Background: an optimization exercise with open tools, aiming at small area. Do not read the settings as production practice. The RTL was checked by simulation tests, not by an equivalence proof against the original design. Power and IR drop assume default switching activity.

==> flow/design.v <==
package iot_pkg;
	localparam int BYTE_W = 8;    
	localparam int ITEM_W = 128;  
	localparam int CRC_W  = 3;    
	localparam int IDX_W  = 4;    
	typedef logic [BYTE_W-1:0] byte_t;
	typedef logic [ITEM_W-1:0] item_t;      
	typedef logic [CRC_W-1:0]  crc_t;
	typedef logic [IDX_W-1:0]  byte_idx_t;
	typedef enum logic [2:0] {
		fn_crc = 3'd3,  
		fn_max = 3'd4,  
		fn_min = 3'd5   
	} fn_e;
	localparam crc_t CRC_POLY = 3'b101;
endpackage
`timescale 1ns/1ps
`timescale 1ns/1ps
module crc3_unit (
	input  iot_pkg::crc_t  crc_in,   
	input  iot_pkg::byte_t byte_in,
	output iot_pkg::crc_t  crc_out   
);
	logic b07, b12;
	assign b07 = byte_in[0] ^ byte_in[7];
	assign b12 = byte_in[1] ^ byte_in[2];
	assign crc_out[0] = crc_in[2] ^ b07 ^ b12 ^ byte_in[4];
	assign crc_out[1] = crc_in[0] ^ b12 ^ byte_in[3] ^ byte_in[5];
	assign crc_out[2] = crc_in[1] ^ crc_in[2] ^ b07 ^ byte_in[1] ^ byte_in[3] ^ byte_in[6];
endmodule
`timescale 1ns/1ps
module rank_unit (
	input  logic           clk,
	input  logic           min_mode,     
	input  logic           step_best_hi, 
	input  logic           step_best_lo, 
	input  logic           step_second,  
	input  logic           first_byte,   
	input  logic           first_item,   
	input  logic           second_item,  
	input  logic           in_en,
	input  iot_pkg::byte_t iot_in,
	input  logic           park,         
	input  logic           crc_mode,     
	input  iot_pkg::crc_t  crc_val,      
	output iot_pkg::item_t best_q,
	output iot_pkg::item_t second_q,
	output iot_pkg::byte_t top_best,     
	output logic [iot_pkg::BYTE_W/2-1:0] parked_lo  
);
	iot_pkg::item_t best_n_q, second_n_q;
	assign best_q   = ~best_n_q;
	assign second_q = ~second_n_q;
	logic [1:0] cmp_best_q, cmp_second_q;
	logic [1:0] prev_best, prev_second, cmp_best, cmp_second;
	assign parked_lo = {cmp_best_q, cmp_second_q};
	iot_pkg::byte_t top_second;
	iot_pkg::byte_t in_best, in_second;
	logic better_best, better_second;
	assign top_best   = best_q[iot_pkg::ITEM_W-1 -: iot_pkg::BYTE_W];
	assign top_second = second_q[iot_pkg::ITEM_W-1 -: iot_pkg::BYTE_W];
	always_comb begin
		if (min_mode) begin
			better_best   = (iot_in < top_best);
			better_second = (iot_in < top_second);
		end else begin
			better_best   = (iot_in > top_best);
			better_second = (iot_in > top_second);
		end
		prev_best   = first_byte ? 2'b00 : cmp_best_q;
		prev_second = second_item ? 2'b11 : (first_byte ? 2'b00 : cmp_second_q);
		cmp_best   = prev_best[1]   ? prev_best   : {iot_in != top_best,   better_best};
		cmp_second = prev_second[1] ? prev_second : {iot_in != top_second, better_second};
		if (!first_item && cmp_best == 2'b10)
			in_best = top_best;
		else
			in_best = iot_in;
		if (cmp_best == 2'b11)
			in_second = top_best;
		else if (cmp_second == 2'b10)
			in_second = top_second;
		else
			in_second = iot_in;
		if (crc_mode) begin
			in_best[iot_pkg::CRC_W-1:0]   = crc_val;
			in_second[iot_pkg::CRC_W-1:0] = crc_val;
		end
	end
	always_ff @(posedge clk) begin
		if (park)
			{cmp_best_q, cmp_second_q} <= top_best[iot_pkg::BYTE_W/2-1:0];
		else if (in_en)
			{cmp_best_q, cmp_second_q} <= {cmp_best, cmp_second};
		if (step_best_hi)
			best_n_q[iot_pkg::ITEM_W-1:iot_pkg::BYTE_W] <= best_n_q[iot_pkg::ITEM_W-iot_pkg::BYTE_W-1:0];
		if (step_best_lo)
			best_n_q[iot_pkg::BYTE_W-1:0] <= ~in_best;
		if (step_second)
			second_n_q <= {second_n_q[iot_pkg::ITEM_W-iot_pkg::BYTE_W-1:0], ~in_second};
	end
endmodule
`timescale 1ns/1ps
module iot_filter (
	input  logic           clk,
	input  logic           rst,
	input  logic           in_en,
	input  iot_pkg::byte_t iot_in,
	input  logic [2:0]     fn_sel,
	output logic           busy,
	output logic           valid,
	output iot_pkg::item_t iot_out
);
	logic crc_mode, rank_mode, min_mode;
	assign crc_mode  = (fn_sel == iot_pkg::fn_crc);
	assign rank_mode = (fn_sel == iot_pkg::fn_max) || (fn_sel == iot_pkg::fn_min);
	assign min_mode  = (fn_sel == iot_pkg::fn_min);
	iot_pkg::byte_idx_t byte_cnt;   
	logic [2:0]         item_cnt;   
	logic [2:0]         phase_q;    
	logic first_byte, last_byte, last_item, start;
	assign first_byte = (byte_cnt == '0);
	assign last_byte  = (byte_cnt == '1);
	assign last_item  = (item_cnt == '1);
	assign start = in_en && last_byte && (crc_mode || (rank_mode && last_item));
	logic ph1, ph3, ph4, ph5;
	assign ph1 = phase_q[2] & ~phase_q[1];
	assign ph3 = phase_q[2] &  phase_q[0];
	assign ph4 = ~phase_q[2] & phase_q[1];
	assign ph5 = ~phase_q[1] & phase_q[0];
	logic park, unpark;
	iot_pkg::byte_t top_best;
	logic [iot_pkg::BYTE_W/2-1:0] parked_lo;
	assign park   = rank_mode & ph1;
	assign unpark = rank_mode & ph5;
	always_ff @(posedge clk or posedge rst) begin
		if (rst) begin
			byte_cnt <= '0;
			item_cnt <= '0;
			phase_q  <= '0;
		end else begin
			if (park) begin
				byte_cnt    <= {top_best[7:5], in_en};
				item_cnt[0] <= top_best[4];
			end else if (unpark) begin
				byte_cnt[3:1] <= '0;
				item_cnt[0]   <= 1'b0;
			end else if (in_en) begin
				byte_cnt <= byte_cnt + 1'b1;
				if (last_byte)
					item_cnt <= item_cnt + 1'b1;
			end
			phase_q <= {start | (~phase_q[0] & (phase_q[2] | phase_q[1])), phase_q[2], phase_q[1]};
		end
	end
	assign busy  = rank_mode & (phase_q[2] | phase_q[1]);
	assign valid = phase_q[0] & (phase_q[2] ? crc_mode : rank_mode);
	iot_pkg::item_t best_q, second_q;
	iot_pkg::crc_t  crc_val;
	crc3_unit i_crc (
		.crc_in(first_byte ? '0 : best_q[iot_pkg::CRC_W-1:0]),
		.byte_in(iot_in),
		.crc_out(crc_val)
	);
	logic step_best_hi, step_best_lo, step_second, first_item, second_item;
	assign first_item   = (item_cnt == 3'd0);
	assign second_item  = (item_cnt == 3'd1);
	assign step_best_lo = in_en | park;
	assign step_best_hi = park | (in_en & ~(first_item & first_byte));
	assign step_second  = in_en & (crc_mode ? last_byte : ~first_item);
	rank_unit i_rank (
		.clk(clk), .min_mode(min_mode),
		.step_best_hi(step_best_hi), .step_best_lo(step_best_lo), .step_second(step_second),
		.first_byte(first_byte), .first_item(first_item), .second_item(second_item),
		.in_en(in_en), .iot_in(iot_in), .park(park),
		.crc_mode(crc_mode), .crc_val(crc_val),
		.best_q(best_q), .second_q(second_q), .top_best(top_best), .parked_lo(parked_lo)
	);
	logic sel_best, sel_second, sel_low;
	iot_pkg::item_t best_out;
	assign sel_best   = rank_mode & ph4;
	assign sel_second = rank_mode & ph5;
	assign sel_low    = sel_second | (crc_mode & ph3);
	assign best_out   = {byte_cnt[3:1], item_cnt[0], parked_lo,
	                     best_q[iot_pkg::ITEM_W-1:iot_pkg::BYTE_W]};
	assign iot_out[iot_pkg::ITEM_W-1:iot_pkg::CRC_W] =
		({(iot_pkg::ITEM_W-iot_pkg::CRC_W){sel_best}}   & best_out[iot_pkg::ITEM_W-1:iot_pkg::CRC_W]) |
		({(iot_pkg::ITEM_W-iot_pkg::CRC_W){sel_second}} & second_q[iot_pkg::ITEM_W-1:iot_pkg::CRC_W]);
	assign iot_out[iot_pkg::CRC_W-1:0] =
		({iot_pkg::CRC_W{sel_best}} & best_out[iot_pkg::CRC_W-1:0]) |
		({iot_pkg::CRC_W{sel_low}}  & second_q[iot_pkg::CRC_W-1:0]);
endmodule
Settings: LEC_CHECK=0, ABC_AREA=1, CAP_MARGIN=20, CORE_MARGIN=2, CORE_UTILIZATION=70, SLEW_MARGIN=20; clock period 6.0 ns.
standard.sh (not shown) runs the stock make flow with config.mk's settings and CLKGATE_MAP_FILE= SYNTH_SCRIPT=/design/flow/synth_recipe.tcl, a recipe that flattens the netlist after the stock synthesis.
==> flow/flow/run.sh <==
#!/bin/bash
# The standard layout (standard.sh), with three changes:
# - synthesis is the standard flow's own (synth_recipe.tcl and ORFS's synth.tcl), except that ABC maps
#   the logic with flow/abc_area.script, a stronger area-only script, and adders and
#   comparators are left to ABC instead of being mapped to half adders first (ADDER_MAP_FILE
#   empty); registers are untouched;
# - every port is buffered by the smallest buffer, sky130_fd_sc_hd__buf_1, instead of the
#   one buffer_ports picks itself;
# - clock tree synthesis uses larger sink clusters and inserts no dummy loads.
set -euo pipefail
here=$(pwd)

sed 's|^  log_cmd abc {\*}\$abc_args$|  log_cmd abc -script '"$here"'/flow/abc_area.script {*}[lrange $abc_args 2 end]|' \
  "$FLOW_HOME/scripts/synth.tcl" > synth_own.tcl
grep -q 'flow/abc_area.script' synth_own.tcl
sed 's|source \$::env(SCRIPTS_DIR)/synth.tcl|source '"$here"'/synth_own.tcl|' synth_recipe.tcl > synth_recipe_own.tcl
grep -q 'synth_own.tcl' synth_recipe_own.tcl

bash standard.sh \
  "SYNTH_SCRIPT=$here/synth_recipe_own.tcl" \
  "ADDER_MAP_FILE=" \
  "BUFFER_PORTS_ARGS=-buffer_cell sky130_fd_sc_hd__buf_1" \
  "CTS_ARGS=-sink_clustering_enable -repair_clock_nets -dont_use_dummy_load -buf_list sky130_fd_sc_hd__clkbuf_4 -sink_clustering_size 9 -sink_clustering_max_diameter 45" \
  finish > make_finish.log 2>&1
==> flow/flow/abc_area.script <==
strash
ifraig
dc2
strash
dch -f
amap
topo
dnsize -c
The baseline finished with timing, DRC and antenna clean.
Edit:
--- a/flow/design.v
+++ b/flow/design.v
@@ -46,6 +46,6 @@
 	output iot_pkg::item_t best_q,
 	output iot_pkg::item_t second_q,
-	output iot_pkg::byte_t top_best,     
-	output logic [iot_pkg::BYTE_W/2-1:0] parked_lo  
+	output iot_pkg::byte_t top_best_n,   
+	output logic [iot_pkg::BYTE_W/2-1:0] parked_lo_n  
 );
 	iot_pkg::item_t best_n_q, second_n_q;
@@ -54,9 +54,10 @@
 	logic [1:0] cmp_best_q, cmp_second_q;
 	logic [1:0] prev_best, prev_second, cmp_best, cmp_second;
-	assign parked_lo = {cmp_best_q, cmp_second_q};
-	iot_pkg::byte_t top_second;
+	assign parked_lo_n = {cmp_best_q, cmp_second_q};
+	iot_pkg::byte_t top_best, top_second;
 	iot_pkg::byte_t in_best, in_second;
 	logic better_best, better_second;
 	assign top_best   = best_q[iot_pkg::ITEM_W-1 -: iot_pkg::BYTE_W];
+	assign top_best_n = best_n_q[iot_pkg::ITEM_W-1 -: iot_pkg::BYTE_W];
 	assign top_second = second_q[iot_pkg::ITEM_W-1 -: iot_pkg::BYTE_W];
 	always_comb begin
@@ -89,5 +90,5 @@
 	always_ff @(posedge clk) begin
 		if (park)
-			{cmp_best_q, cmp_second_q} <= top_best[iot_pkg::BYTE_W/2-1:0];
+			{cmp_best_q, cmp_second_q} <= top_best_n[iot_pkg::BYTE_W/2-1:0];
 		else if (in_en)
 			{cmp_best_q, cmp_second_q} <= {cmp_best, cmp_second};
@@ -129,6 +130,6 @@
 	assign ph5 = ~phase_q[1] & phase_q[0];
 	logic park, unpark;
-	iot_pkg::byte_t top_best;
-	logic [iot_pkg::BYTE_W/2-1:0] parked_lo;
+	iot_pkg::byte_t top_best_n;
+	logic [iot_pkg::BYTE_W/2-1:0] parked_lo_n;
 	assign park   = rank_mode & ph1;
 	assign unpark = rank_mode & ph5;
@@ -140,6 +141,6 @@
 		end else begin
 			if (park) begin
-				byte_cnt    <= {top_best[7:5], in_en};
-				item_cnt[0] <= top_best[4];
+				byte_cnt    <= {top_best_n[7:5], in_en};
+				item_cnt[0] <= top_best_n[4];
 			end else if (unpark) begin
 				byte_cnt[3:1] <= '0;
@@ -174,5 +175,5 @@
 		.in_en(in_en), .iot_in(iot_in), .park(park),
 		.crc_mode(crc_mode), .crc_val(crc_val),
-		.best_q(best_q), .second_q(second_q), .top_best(top_best), .parked_lo(parked_lo)
+		.best_q(best_q), .second_q(second_q), .top_best_n(top_best_n), .parked_lo_n(parked_lo_n)
 	);
 	logic sel_best, sel_second, sel_low;
@@ -181,5 +182,5 @@
 	assign sel_second = rank_mode & ph5;
 	assign sel_low    = sel_second | (crc_mode & ph3);
-	assign best_out   = {byte_cnt[3:1], item_cnt[0], parked_lo,
+	assign best_out   = {~byte_cnt[3:1], ~item_cnt[0], ~parked_lo_n,
 	                     best_q[iot_pkg::ITEM_W-1:iot_pkg::BYTE_W]};
 	assign iot_out[iot_pkg::ITEM_W-1:iot_pkg::CRC_W] =
Count of clock-buffer cells in the layout drops by 2.
Final cell count drops by 1.9%.
Sequential share of layout area climbs by 0.38 points.
Worst setup slack is worse by 160 ps.
Flip-flop and latch count stays the same.
Final area drops by 0.53%.
Hold slack is better by 30 ps.
Routed wire length climbs by 3.2%.
Sequential power drops by 13%.
Via count climbs by 0.59%.
Total power drops by 12%.

[what the ideal ports hide]
The results above use ideal ports. As a check the final layouts listed here were re-extracted and re-timed, cells and wires unchanged. Step 1 assumes that a clkbuf_16 drives the clock port and a buf_2 every other input. Step 2, shift: input delay + t, output delay - t, t = (earliest + latest rising clock arrival at the registers) / 2. This alone moves slack from input paths to output paths. Slacks: no drivers / after step 1 / after step 2; pairs: no drivers / after step 1.
run	t (ns)	setup WS [ns]	worst register clock-pin slew, ns	pins driven straight from the clock port
the first run	0.663	1.472 / 1.452 / 1.431	0.11 / 0.11	1
the second run	0.638	1.314 / 1.285 / 1.113	0.10 / 0.10	1
After both steps every run listed still meets setup and hold. The setup slack of the second run, which loses most, moves by -0.029 ns with the drivers and by -0.201 ns with both steps.
